Context: an optimization exercise on an open-source flow, tuned for small area. The choices shown serve that exercise and are no tape-out recipe. Where RTL was checked, it was by simulation tests only, not by an equivalence proof against the original. Power and IR drop assume default switching activity.

== v6 ==
==> flow/design.v <==
module axis_lane_packer_ao #(
  parameter int W = 8,
  parameter int N = 4
) (
  input  logic [N*W-1:0] d,
  input  logic [N-1:0]   s,
  output logic [W-1:0]   q
);
  always_comb begin
    q = '0;
    for (int i = 0; i < N; i++) q = q | (d[i*W +: W] & {W{s[i]}});
  end
endmodule
module axis_lane_packer_aoi3 #(
  parameter int W = 8
) (
  input  logic [3*W-1:0] a,
  input  logic [2:0]     b,
  output logic [W-1:0]   q
);
  assign q = ~((a[0 +: W] & {W{b[0]}}) | (a[W +: W] & {W{b[1]}}) | (a[2*W +: W] & {W{b[2]}}));
endmodule
module axis_lane_packer_aoi2 #(
  parameter int W = 8
) (
  input  logic [2*W-1:0] a,
  input  logic [1:0]     b,
  output logic [W-1:0]   q
);
  assign q = ~((a[0 +: W] & {W{b[0]}}) | (a[W +: W] & {W{b[1]}}));
endmodule
module axis_lane_packer_ao8 #(
  parameter int W = 8
) (
  input  logic [8*W-1:0] d,
  input  logic [7:0]     s,
  output logic [W-1:0]   q
);
  logic [W-1:0] n0, n1, n2;
  axis_lane_packer_aoi3 #(.W(W)) u0 (.a(d[0 +: 3*W]),   .b(s[2:0]), .q(n0));
  axis_lane_packer_aoi3 #(.W(W)) u1 (.a(d[3*W +: 3*W]), .b(s[5:3]), .q(n1));
  axis_lane_packer_aoi2 #(.W(W)) u2 (.a(d[6*W +: 2*W]), .b(s[7:6]), .q(n2));
  assign q = ~(n0 & n1 & n2);
endmodule
module axis_lane_packer #(
  parameter int LANE_W      = 8,
  parameter int LANES       = 4,
  parameter int DEPTH_LANES = 32,
  parameter int SEG_W       = 12
) (
  input  logic                    clk,
  input  logic                    arst,
  input  logic [LANES*LANE_W-1:0] s_data,
  input  logic [LANES-1:0]        s_keep,
  input  logic                    s_valid,
  input  logic                    s_last,
  output logic                    s_ready,
  output logic [LANES*LANE_W-1:0] m_data,
  output logic [LANES-1:0]        m_keep,
  output logic                    m_valid,
  output logic                    m_last,
  output logic                    m_seg,
  input  logic                    m_ready,
  input  logic [SEG_W-1:0]        seg_len,
  output logic                    keep_err
);
  localparam int NB = 4;                  
  localparam int NR = DEPTH_LANES / NB;   
  localparam int RW = $clog2(NR);
  localparam int PW = $clog2(DEPTH_LANES);
  localparam int BW = LANE_W + 1;         
  function automatic logic [PW:0] add6(input logic [PW:0] a, input logic [PW:0] b, input logic cin);
    logic c;
    c = cin;
    for (int i = 0; i <= PW; i++) begin
      add6[i] = a[i] ^ b[i] ^ c;
      c       = (a[i] & b[i]) | (c & (a[i] ^ b[i]));
    end
  endfunction
  function automatic logic [SEG_W-1:0] add12(input logic [SEG_W-1:0] a, input logic [SEG_W-1:0] b, input logic cin);
    logic c;
    c = cin;
    for (int i = 0; i < SEG_W; i++) begin
      add12[i] = a[i] ^ b[i] ^ c;
      c        = (a[i] & b[i]) | (c & (a[i] ^ b[i]));
    end
  endfunction
  logic [LANE_W-1:0] r_buf [NB][NR];
  logic              r_end [NB][NR];       
  logic [PW:0]       r_wr, r_rd;           
  logic [SEG_W-1:0]  r_seg_len, r_seg_rem;
  logic              r_pkt_first;
  logic [LANES*LANE_W-1:0] r_m_data;
  logic [1:0]        r_m_n;                
  logic              r_m_valid, r_m_last, r_m_seg, r_keep_err;
  logic [PW:0] w_fill;
  assign w_fill  = add6(r_wr, ~r_rd, 1'b1);
  assign s_ready = !(w_fill[5] || (&w_fill[4:2] && |w_fill[1:0]));
  logic [NB-1:0] w_run;                   
  logic [2:0]    w_wcnt;
  logic          w_acc, w_keep_bad;
  assign w_run      = {&s_keep, &s_keep[2:0], &s_keep[1:0], s_keep[0]};
  assign w_keep_bad = |(s_keep & ~w_run);
  assign w_wcnt     = {w_run[3], w_run[1] & !w_run[3], (w_run[0] & !w_run[1]) | (w_run[2] & !w_run[3])};
  assign w_acc      = s_valid & s_ready;
  logic [1:0]    w_wrot;
  logic [RW-1:0] w_wrow;
  assign w_wrot = r_wr[1:0];
  assign w_wrow = r_wr[PW-1:2];
  logic [1:0]    w_pbank;
  logic          w_mark_prev;
  logic [NR-1:0] w_woh;
  assign w_pbank     = w_wrot + w_wcnt[1:0] - 2'd1;
  assign w_mark_prev = w_acc && s_last && w_wcnt == 3'd0;
  always_comb
    for (int r = 0; r < NR; r++) w_woh[r] = w_wrow == RW'(r);
  logic [LANE_W-1:0] w_wdata [NB];
  for (genvar b = 0; b < NB; b++) begin : g_wr
    logic [NB-1:0] lsel;
    always_comb
      for (int i = 0; i < NB; i++) lsel[i] = 2'(b) - w_wrot == 2'(i);
    axis_lane_packer_ao #(.W(LANE_W), .N(NB)) u_wmux (.d(s_data), .s(lsel), .q(w_wdata[b]));
  end
  always_ff @(posedge clk) begin
    for (int b = 0; b < NB; b++) begin
      logic [1:0]        li;
      logic              we, xe, mv;
      logic [NR-1:0]     wsel, psel;
      li   = 2'(b) - w_wrot;
      we   = w_acc && w_run[li];
      xe   = w_mark_prev && w_pbank == 2'(b);
      mv   = s_last && w_pbank == 2'(b);
      wsel = (2'(b) < w_wrot) ? {w_woh[NR-2:0], w_woh[NR-1]} : w_woh;
      psel = (b == NB-1) ? {w_woh[0], w_woh[NR-1:1]} : w_woh;
      for (int r = 0; r < NR; r++) begin
        if (we && wsel[r]) r_buf[b][r] <= w_wdata[b];
        if ((we && wsel[r]) || (xe && psel[r])) r_end[b][r] <= mv;
      end
    end
  end
  logic [1:0]    w_rrot;
  logic [RW-1:0] w_rrow;
  logic [NR-1:0] w_roh;
  logic [BW-1:0] w_bank [NB];             
  logic [NB-1:0] w_lane_end;
  assign w_rrot = r_rd[1:0];
  assign w_rrow = r_rd[PW-1:2];
  always_comb
    for (int r = 0; r < NR; r++) w_roh[r] = w_rrow == RW'(r);
  for (genvar b = 0; b < NB; b++) begin : g_rd
    logic [NR-1:0]    rsel;
    logic [NR*BW-1:0] rows;
    assign rsel = (2'(b) < w_rrot) ? {w_roh[NR-2:0], w_roh[NR-1]} : w_roh;
    for (genvar r = 0; r < NR; r++) begin : g_row
      assign rows[r*BW +: BW] = {r_buf[b][r], r_end[b][r]};
    end
    axis_lane_packer_ao8 #(.W(BW)) u_rmux (.d(rows), .s(rsel), .q(w_bank[b]));
  end
  logic [NB-1:0] w_lsel [NB];
  always_comb
    for (int k = 0; k < NB; k++)
      for (int b = 0; b < NB; b++) w_lsel[k][b] = 2'(k) + w_rrot == 2'(b);
  always_comb
    for (int k = 0; k < NB; k++) w_lane_end[k] = |(w_lsel[k] & {w_bank[3][0], w_bank[2][0], w_bank[1][0], w_bank[0][0]});
  logic [SEG_W-1:0] w_rem;
  logic             w_seg_on;
  assign w_rem    = r_pkt_first ? seg_len
                  : r_seg_rem | (r_seg_len & {SEG_W{r_seg_rem == '0}});
  assign w_seg_on = r_pkt_first ? |seg_len : |r_seg_len;
  logic [NB-1:0] w_nt, w_ft, w_kt;        
  logic [NB-1:0] w_endv;
  logic          w_found, w_can_load, w_load, w_seg_end;
  logic [2:0]    w_len;
  assign w_nt[0] = 1'b1;                  
  assign w_nt[1] = !w_seg_on || |w_rem[SEG_W-1:1];
  assign w_nt[2] = !w_seg_on || |w_rem[SEG_W-1:2] || &w_rem[1:0];
  assign w_nt[3] = !w_seg_on || |w_rem[SEG_W-1:2];
  assign w_ft[0] = |w_fill;
  assign w_ft[1] = |w_fill[PW:1];
  assign w_ft[2] = |w_fill[PW:2] || &w_fill[1:0];
  assign w_ft[3] = |w_fill[PW:2];
  assign w_endv  = w_lane_end & w_ft & w_nt;
  assign w_found = |w_endv;
  assign w_kt[0] = 1'b1;
  assign w_kt[1] = w_nt[1] && !w_endv[0];
  assign w_kt[2] = w_nt[2] && !(|w_endv[1:0]);
  assign w_kt[3] = w_nt[3] && !(|w_endv[2:0]);
  assign w_len   = {w_kt[3], w_kt[1] & !w_kt[3], !w_kt[1] | (w_kt[2] & !w_kt[3])};
  assign w_can_load = w_found || ((w_nt & ~w_ft) == '0);
  assign w_load     = w_can_load && (!r_m_valid || m_ready);
  assign w_seg_end  = w_seg_on && !(|w_rem[SEG_W-1:3]) && w_rem[2:0] == w_len;
  logic [LANES*LANE_W-1:0] w_beat;
  for (genvar k = 0; k < NB; k++) begin : g_lane
    logic [NB*LANE_W-1:0] banks;
    for (genvar b = 0; b < NB; b++) begin : g_b
      assign banks[b*LANE_W +: LANE_W] = w_bank[b][BW-1:1];
    end
    axis_lane_packer_ao #(.W(LANE_W), .N(NB)) u_omux (
      .d(banks), .s(w_lsel[k] & {NB{w_kt[k]}}), .q(w_beat[k*LANE_W +: LANE_W]));
  end
  logic [SEG_W-1:0] w_len12;
  assign w_len12 = SEG_W'(w_load ? w_len : 3'd0);
  always_ff @(posedge clk) begin
    if (!r_m_valid || m_ready) begin
      r_m_data <= w_beat;
      r_m_n    <= {w_kt[2], (w_kt[1] & !w_kt[2]) | w_kt[3]};
      r_m_last <= w_found || w_seg_end;
      r_m_seg  <= w_seg_end && !w_found;
    end
    if (r_pkt_first) r_seg_len <= seg_len;
    r_seg_rem <= add12(w_rem, ~w_len12, 1'b1);
  end
  always_ff @(posedge clk)
    if (w_acc && !arst) r_wr <= add6(r_wr, (PW+1)'(w_wcnt), 1'b0);
  always_ff @(posedge clk) begin
    if (arst) begin
      r_rd        <= r_wr;
      r_pkt_first <= 1'b1;
      r_m_valid   <= 1'b0;
      r_keep_err  <= 1'b0;
    end else begin
      if (w_acc && w_keep_bad) r_keep_err <= 1'b1;
      if (!r_m_valid || m_ready) r_m_valid <= w_can_load;
      if (w_load) begin
        r_rd        <= add6(r_rd, (PW+1)'(w_len), 1'b0);
        r_pkt_first <= w_found;
      end
    end
  end
  assign m_data   = r_m_data;
  assign m_keep   = {&r_m_n, r_m_n[1], |r_m_n, 1'b1};
  assign m_valid  = r_m_valid;
  assign m_last   = r_m_last;
  assign m_seg    = r_m_seg;
  assign keep_err = r_keep_err;
endmodule
Settings: LEC_CHECK=0, CAP_MARGIN=20, CORE_MARGIN=2, CORE_UTILIZATION=35, PLACE_DENSITY=0.55, SLEW_MARGIN=20, SYNTH_HIERARCHICAL=1; clock period 12.0 ns.
standard.sh (not shown) runs the stock make flow with config.mk's settings and CLKGATE_MAP_FILE= SYNTH_SCRIPT=/design/flow/synth_recipe.tcl, a recipe that flattens the netlist after the stock synthesis.
==> flow/flow/run.sh <==
#!/bin/bash
set -euo pipefail
here=$(pwd)
CTS="-sink_clustering_enable -repair_clock_nets -sink_clustering_size 8 -sink_clustering_max_diameter 60 -dont_use_dummy_load -buf_list sky130_fd_sc_hd__clkbuf_4"
bash standard.sh "BUFFER_PORTS_ARGS=-buffer_cell sky130_fd_sc_hd__buf_1" "CTS_ARGS=$CTS" \
  "PRE_RESIZE_TCL=$here/flow/pre_resize.tcl" finish > run_make.log 2>&1
==> flow/flow/pre_resize.tcl <==
# Before repair_design: synthesis maps for speed and leaves many gates at a
# higher drive strength than the design's 12 ns clock needs. Swap each cell
# for the smallest-area cell of the same family (same function and pins,
# another drive strength); repair_design then fixes any slew or load limit
# this breaks, and the later timing repairs still run.
set n 0
set saved 0.0
foreach inst [get_cells *] {
  set cell [get_property $inst ref_name]
  if {![regexp {^(sky130_fd_sc_hd__[a-z0-9]+)_([0-9]+)$} $cell -> base drive]} { continue }
  if {[string match *clkbuf* $base] || [string match *dly* $base]} { continue }
  set cur [get_lib_cells -quiet $cell]
  if {$cur eq ""} { continue }
  set best $cell
  set best_area [get_property $cur area]
  foreach lc [get_lib_cells -quiet ${base}_*] {
    set name [get_property $lc name]
    if {![regexp "^${base}_\[0-9\]+\$" $name]} { continue }
    if {[get_property $lc dont_use]} { continue }
    set a [get_property $lc area]
    if {$a < $best_area} { set best $name; set best_area $a }
  }
  if {$best ne $cell} {
    set saved [expr {$saved + [get_property $cur area] - $best_area}]
    replace_cell $inst $best
    incr n
  }
}
puts "pre_resize: downsized $n instances, [format %.1f $saved] um2"
> inputs changed (v6 -> v7)
--- a/flow/design.v
+++ b/flow/design.v
@@ -41,6 +41,27 @@
   axis_lane_packer_aoi3 #(.W(W)) u1 (.a(d[3*W +: 3*W]), .b(s[5:3]), .q(n1));
   axis_lane_packer_aoi2 #(.W(W)) u2 (.a(d[6*W +: 2*W]), .b(s[7:6]), .q(n2));
   assign q = ~(n0 & n1 & n2);
+endmodule
+module axis_lane_packer_ao4 #(
+  parameter int W = 8
+) (
+  input  logic [4*W-1:0] d,
+  input  logic [3:0]     s,
+  output logic [W-1:0]   q
+);
+  logic [W-1:0] n0, n1;
+  axis_lane_packer_aoi3  #(.W(W)) u0 (.a(d[0 +: 3*W]), .b(s[2:0]), .q(n0));
+  axis_lane_packer_nand2 #(.W(W)) u1 (.a(d[3*W +: W]), .b({W{s[3]}}), .q(n1));
+  axis_lane_packer_nand2 #(.W(W)) u2 (.a(n0), .b(n1), .q(q));
+endmodule
+module axis_lane_packer_nand2 #(
+  parameter int W = 8
+) (
+  input  logic [W-1:0] a,
+  input  logic [W-1:0] b,
+  output logic [W-1:0] q
+);
+  assign q = ~(a & b);
 endmodule
 module axis_lane_packer #(
   parameter int LANE_W      = 8,
@@ -119,7 +140,7 @@
     logic [NB-1:0] lsel;
     always_comb
       for (int i = 0; i < NB; i++) lsel[i] = 2'(b) - w_wrot == 2'(i);
-    axis_lane_packer_ao #(.W(LANE_W), .N(NB)) u_wmux (.d(s_data), .s(lsel), .q(w_wdata[b]));
+    axis_lane_packer_ao4 #(.W(LANE_W)) u_wmux (.d(s_data), .s(lsel), .q(w_wdata[b]));
   end
   always_ff @(posedge clk) begin
     for (int b = 0; b < NB; b++) begin
@@ -195,7 +216,7 @@
     for (genvar b = 0; b < NB; b++) begin : g_b
       assign banks[b*LANE_W +: LANE_W] = w_bank[b][BW-1:1];
     end
-    axis_lane_packer_ao #(.W(LANE_W), .N(NB)) u_omux (
+    axis_lane_packer_ao4 #(.W(LANE_W)) u_omux (
       .d(banks), .s(w_lsel[k] & {NB{w_kt[k]}}), .q(w_beat[k*LANE_W +: LANE_W]));
   end
   logic [SEG_W-1:0] w_len12;
==> notes.md <==
Comparing v7 and v6, sequential fraction of total cell area is lower on v6. Area added between synthesis and finish: v6 vs v7 — no meaningful difference. Re final cycle utilization of the critical path: v6 was lower than v7. v6 has a lower met1 routing resource usage after global routing than v7. On core occupancy in the finished layout, v7 and v6 are neck and neck. Taking v6 as the reference, in v7 sum of internal, switching and leakage power neither gained nor lost much, non-clock buffer count lost 10, arrival time at the worst endpoint picked up an extra 0.50 ns. Re I/O pin count: no difference whatsoever between v6 and v7. Of v7 and v6, the lower count of clock-net buffers in the final layout belongs to v6.
The RTL of v6 was laid out without a check of its function.

[static timing again, ports no longer ideal]
No port has a modelled driver above. Below, the same layouts with a new extraction and two added sets of constraints.
Step 1, drivers: a clkbuf_16 drives clk and a buf_2 each remaining input, both assumed.
Step 2 adds t to the input delays and takes it off the output delays; t is the mean of the earliest and latest rising clock arrival at the registers after step 1. Input paths then give back, and output paths get back, about the clock's delay inside the block.
a / b / c = ideal ports / drivers / drivers and shift; a / b = the first two.
| run | shift t [ns] | setup WS [ns] | latest minus earliest clock arrival (ns) |
|---|---|---|---|
| v6 | 0.812 | 4.833 / 4.833 / 4.656 | 0.121 / 0.121 |
| v7 | 0.798 | 4.324 / 4.324 / 4.324 | 0.103 / 0.103 |
After both steps every run listed still meets setup and hold. For v6, which loses most, drivers alone change the setup slack by 0.000 ns; drivers and shift together by -0.177 ns.
